What follows belongs to an exercise in optimizing a design on an open flow for small area; a production flow would make more cautious choices. Function was checked by simulation only, so behaviour that the tests miss may differ from the original. Power is estimated from default activity; no workload was simulated. The clock port is modelled as an ideal driver; clocking choices that lean on that would not hold on a real chip.

## dmem_wait_responder
module dmem_wait_responder #(
    parameter int DEPTH   = 128,
    parameter int LATENCY = 2
) (
    input  logic        clk_i,
    input  logic        rst_i,
    input  logic        req_valid_i,
    output logic        req_ready_o,
    input  logic        req_write_i,
    input  logic [31:0] req_addr_i,
    input  logic [31:0] req_wdata_i,
    output logic        rsp_valid_o,
    output logic [31:0] rsp_rdata_o,
    output logic        rsp_err_o,
    output logic        busy_o
);
clock: 7.0 ns
lec_check: 0
cap_margin: 10
cell_pad_in_sites_detail_placement: 0
cell_pad_in_sites_global_placement: 1
core_margin: 2
core_utilization: 75
place_density: 0.77
slew_margin: 10
synth_hierarchical: 1
standard.sh (not shown) runs the stock make flow with config.mk's settings and CLKGATE_MAP_FILE= SYNTH_SCRIPT=/design/flow/synth_recipe.tcl, a recipe that flattens the netlist after the stock synthesis.
==> flow/flow/run.sh <==
#!/bin/bash
# Own flow: the standard layout (standard.sh), with two ORFS arguments changed:
#  - clock tree: larger sink clusters driven by clkbuf_16, no dummy loads;
#  - port buffers: buf_1 instead of the resizer's default choice.
# Every step's full output stays in the ORFS logs under orfs/logs, and make's
# own output in standard.log.
set -euo pipefail
export CTS_ARGS="-sink_clustering_enable -repair_clock_nets -buf_list sky130_fd_sc_hd__clkbuf_16 -sink_clustering_size 32 -sink_clustering_max_diameter 70 -dont_use_dummy_load"
export BUFFER_PORTS_ARGS="-buffer_cell sky130_fd_sc_hd__buf_1"
bash standard.sh > standard.log 2>&1
The baseline passed the timing, DRC and antenna checks.
Edit:
==> flow/flow/run.sh (replaced) <==
#!/bin/bash
# Own flow: the standard layout (standard.sh), with two ORFS arguments changed:
#  - clock tree: larger sink clusters driven by clkbuf_16, no dummy loads;
#  - port buffers: buf_2 instead of the resizer's default choice.
# Every step's full output stays in the ORFS logs under orfs/logs, and make's
# own output in standard.log.
set -euo pipefail
export CTS_ARGS="-sink_clustering_enable -repair_clock_nets -buf_list sky130_fd_sc_hd__clkbuf_16 -sink_clustering_size 30 -sink_clustering_max_diameter 65 -dont_use_dummy_load"
export BUFFER_PORTS_ARGS="-buffer_cell sky130_fd_sc_hd__buf_2"
bash standard.sh > standard.log 2>&1
- CORE_UTILIZATION: 75 -> 65
- PLACE_DENSITY: 0.77 -> default
The changed run completed with no timing, DRC or antenna violations. Die area is higher by about a fifth. Power came out higher slightly. Count of clock-buffer cells in the layout goes up by 13. Hold slack improved by 0.011 ns. Sequential power hardly moves.
Edit:
==> flow/flow/run.sh (replaced) <==
#!/bin/bash
# Own flow: the standard layout (standard.sh), with two ORFS arguments changed:
#  - clock tree: larger sink clusters driven by clkbuf_16, no dummy loads;
#  - port buffers: buf_1 instead of the resizer's default choice.
# Every step's full output stays in the ORFS logs under orfs/logs, and make's
# own output in standard.log.
set -euo pipefail
export CTS_ARGS="-sink_clustering_enable -repair_clock_nets -buf_list sky130_fd_sc_hd__clkbuf_16 -sink_clustering_size 30 -sink_clustering_max_diameter 65 -dont_use_dummy_load"
export BUFFER_PORTS_ARGS="-buffer_cell sky130_fd_sc_hd__buf_1"
bash standard.sh > standard.log 2>&1
- CORE_UTILIZATION: 65 -> 70
- PLACE_DENSITY: default -> 0.72
Outcome:
- The changed run passed the timing, DRC and antenna checks
- via count went up by 1.7%
- maximum frequency hardly moves
- final area went down by 0.41%
- non-clock buffer count went down by 25
- wire length went down by 0.67%
- total power hardly moves
- worst hold slack improves by 0.0073 ns

---

dmem_wait_responder, a different RTL version from the one above (not shown whole).
For scale: about 4,200 flip-flops, roughly 0.096 mm2 of cells after synthesis.
==> flow/design.v (excerpt) <==
module dmem_wait_responder #(
    parameter int DEPTH   = 128,
    parameter int LATENCY = 2
) (
    input  logic        clk_i,
    input  logic        rst_i,
    input  logic        req_valid_i,
    output logic        req_ready_o,
    input  logic        req_write_i,
    input  logic [31:0] req_addr_i,
    input  logic [31:0] req_wdata_i,
    output logic        rsp_valid_o,
    output logic [31:0] rsp_rdata_o,
    output logic        rsp_err_o,
    output logic        busy_o
);
clock: 7.0 ns
lec_check: 0
cap_margin: 0
cell_pad_in_sites_detail_placement: 0
cell_pad_in_sites_global_placement: 1
core_margin: 2
core_utilization: 65
slew_margin: 0
synth_hierarchical: 1
==> flow/flow/run.sh <==
#!/bin/bash
# Own flow: the standard layout (standard.sh), with two ORFS arguments changed:
#  - clock tree: larger sink clusters driven by clkbuf_16, no dummy loads;
#  - port buffers: buf_2 instead of the resizer's default choice.
# Every step's full output stays in the ORFS logs under orfs/logs, and make's
# own output in standard.log.
set -euo pipefail
export CTS_ARGS="-sink_clustering_enable -repair_clock_nets -buf_list sky130_fd_sc_hd__clkbuf_16 -sink_clustering_size 30 -sink_clustering_max_diameter 50 -dont_use_dummy_load"
export BUFFER_PORTS_ARGS="-buffer_cell sky130_fd_sc_hd__buf_2"
bash standard.sh > standard.log 2>&1
The first run completed without violations.
Next try:
--- a/flow/flow/run.sh
+++ b/flow/flow/run.sh
@@ -7,3 +7,3 @@
 set -euo pipefail
-export CTS_ARGS="-sink_clustering_enable -repair_clock_nets -buf_list sky130_fd_sc_hd__clkbuf_16 -sink_clustering_size 30 -sink_clustering_max_diameter 50 -dont_use_dummy_load"
+export CTS_ARGS="-sink_clustering_enable -repair_clock_nets -buf_list sky130_fd_sc_hd__clkbuf_16 -sink_clustering_size 30 -sink_clustering_max_diameter 65 -dont_use_dummy_load"
 export BUFFER_PORTS_ARGS="-buffer_cell sky130_fd_sc_hd__buf_2"
CAP_MARGIN = 10   (was 0)
SLEW_MARGIN = 10   (was 0)
Setup slack got worse by 29 ps.
Count of clock-buffer cells in the layout came out lower by 35.
Die area stays the same.
Via count came out lower by 0.49%.
Global-route usage came out lower by 0.12 points.
Register-to-register slack got worse by 100 ps.

---

== exp/willow ==
dmem_wait_responder, a different RTL version from the one above (not shown whole).
For scale: about 4,100 flip-flops, ~100 I/O pins, ~97,000 sq um of cells after synthesis.
export LEC_CHECK = 0
export CAP_MARGIN = 20
export CELL_PAD_IN_SITES_DETAIL_PLACEMENT = 0
export CELL_PAD_IN_SITES_GLOBAL_PLACEMENT = 1
export CORE_MARGIN = 2
export CORE_UTILIZATION = 65
export CTS_BUF_LIST = sky130_fd_sc_hd__clkbuf_8
export CTS_CLUSTER_SIZE = 40
export SLEW_MARGIN = 20
export SYNTH_HIERARCHICAL = 1
create_clock -name core_clock -period 7.0 [get_ports {clk_i}]
run.sh (not shown) runs the stock make flow with config.mk's settings and CLKGATE_MAP_FILE= SYNTH_SCRIPT=/design/flow/synth_recipe.tcl, a recipe that flattens the netlist after the stock synthesis.
Stock flow here: none of the scripts above is used.
Setup changes, exp/willow to exp/onyx
Settings: an added PLACE_DENSITY of 0.82; a change of CELL_PAD_IN_SITES_GLOBAL_PLACEMENT from 1 to 0; a change of CAP_MARGIN from 20 to 10; a change of CORE_UTILIZATION from 65 to 78; a deleted CTS_CLUSTER_SIZE that had been 40; a change of SLEW_MARGIN from 20 to 10; a deleted CTS_BUF_LIST that had been sky130_fd_sc_hd__clkbuf_8.
==> flow/flow/run.sh (new file) <==
#!/bin/bash
# Own flow: the standard layout (standard.sh), with two ORFS arguments changed:
#  - clock tree: larger sink clusters driven by clkbuf_16, no dummy loads;
#  - port buffers: buf_2 instead of the resizer's default choice.
# Every step's full output stays in the ORFS logs under orfs/logs, and make's
# own output in standard.log.
set -euo pipefail
export CTS_ARGS="-sink_clustering_enable -repair_clock_nets -buf_list sky130_fd_sc_hd__clkbuf_16 -sink_clustering_size 30 -sink_clustering_max_diameter 50 -dont_use_dummy_load"
export BUFFER_PORTS_ARGS="-buffer_cell sky130_fd_sc_hd__buf_2"
bash standard.sh > standard.log 2>&1
==> flow/standard.sh (new file) <==
#!/bin/bash
# synth_recipe.tcl (not shown) runs the flow's synth.tcl, then flattens the netlist and writes it again
# the make line also repeats each setting of config.mk as NAME=value (left out here)
make -C /OpenROAD-flow-scripts/flow DESIGN_CONFIG=/design/flow/config.mk WORK_HOME=/design/flow/orfs CLKGATE_MAP_FILE= SYNTH_SCRIPT=/design/flow/synth_recipe.tcl "${@:-finish}"
removed: flow/run.sh
Notes after the runs:
- Finished, but not clean: exp/onyx, with setup timing.
- From exp/willow to exp/onyx the numbers moved as follows: power in combinational cells dropped about 6%, total power dropped about 15%, worst hold slack dropped 0.0097 ns, cell count along the critical path dropped 1.
The following lists how exp/zinc was set up differently from exp/onyx:
Settings: GPL_TIMING_DRIVEN now 0, previously not set; CORE_UTILIZATION now 65, was 78; CELL_PAD_IN_SITES_GLOBAL_PLACEMENT now 1, was 0; PLACE_DENSITY no longer set, was 0.82.
NOTE: fraction of standard cell area that is sequential in exp/zinc falls short of that of exp/onyx
Side by side, internal power of the cells turned out higher in exp/zinc than in exp/onyx.
exp/zinc reached the final stage; the timing, DRC and antenna checks on its layout passed.
exp/onyx vs exp/zinc, beginning of the critical path: r_state[0]$_DFF_PN0_ vs r_cnt[0]$_DFF_PN1_
Between exp/zinc and exp/onyx, total power is higher for exp/zinc, exp/onyx comes in under that.
On total clock network power, exp/zinc and exp/onyx are neck and neck.
Going from exp/onyx to exp/zinc, number of antenna violations at the first check in global routing went down, worst-case headroom to the max-slew limit moved up.

static timing again, ports no longer ideal:
The flow's constraints put no driver on any port. The routed layouts listed below were extracted and timed again, unchanged, in two steps.
Step 1 sets driving cells, clkbuf_16 on the clock port and buf_2 on the other inputs (assumed; they add their load-dependent delay and slew).
Step 2 also shifts input and output timing later by t, the mid clock arrival at the registers, as if the neighbouring blocks saw the same clock.
Three values: no drivers, after step 1, after step 2; two values: the first two.
| run | t (ns) | slack for setup (ns) | hold WS [ns] | worst setup path after step 2 | cell pins on the clock port's net |
|---|---|---|---|---|---|
| the first run of note 1 | 0.883 | 0.215 / 0.189 / 0.189 | 0.277 / 0.277 / 0.277 | input to output | 1 |
| the second run of note 1 | 0.882 | 0.195 / 0.171 / 0.171 | 0.288 / 0.288 / 0.288 | input to output | 1 |
| the third run of note 1 | 0.873 | 0.187 / 0.162 / 0.162 | 0.296 / 0.296 / 0.296 | input to output | 1 |
| the first run of note 2 | 0.886 | 0.177 / 0.147 / 0.147 | 0.248 / 0.248 / 0.248 | input to output | 1 |
| the second run of note 2 | 0.884 | 0.148 / 0.118 / 0.118 | 0.281 / 0.281 / 0.281 | input to output | 1 |
| exp/willow | 1.071 | 0.063 / 0.007 / 0.038 | 0.273 / 0.273 / 0.273 | input to output | 1 |
| exp/onyx | 0.931 | -0.025 / -0.109 / 0.058 | 0.263 / 0.263 / 0.263 | input to output | 1 |
| exp/zinc | 0.885 | 0.061 / -0.122 / -0.122 | 0.260 / 0.260 / 0.260 | input to output | 1 |
Met with ideal ports but missed after step 2: setup timing in exp/zinc. For exp/zinc, which loses most, drivers alone change the setup slack by -0.183 ns; drivers and shift together by -0.183 ns.
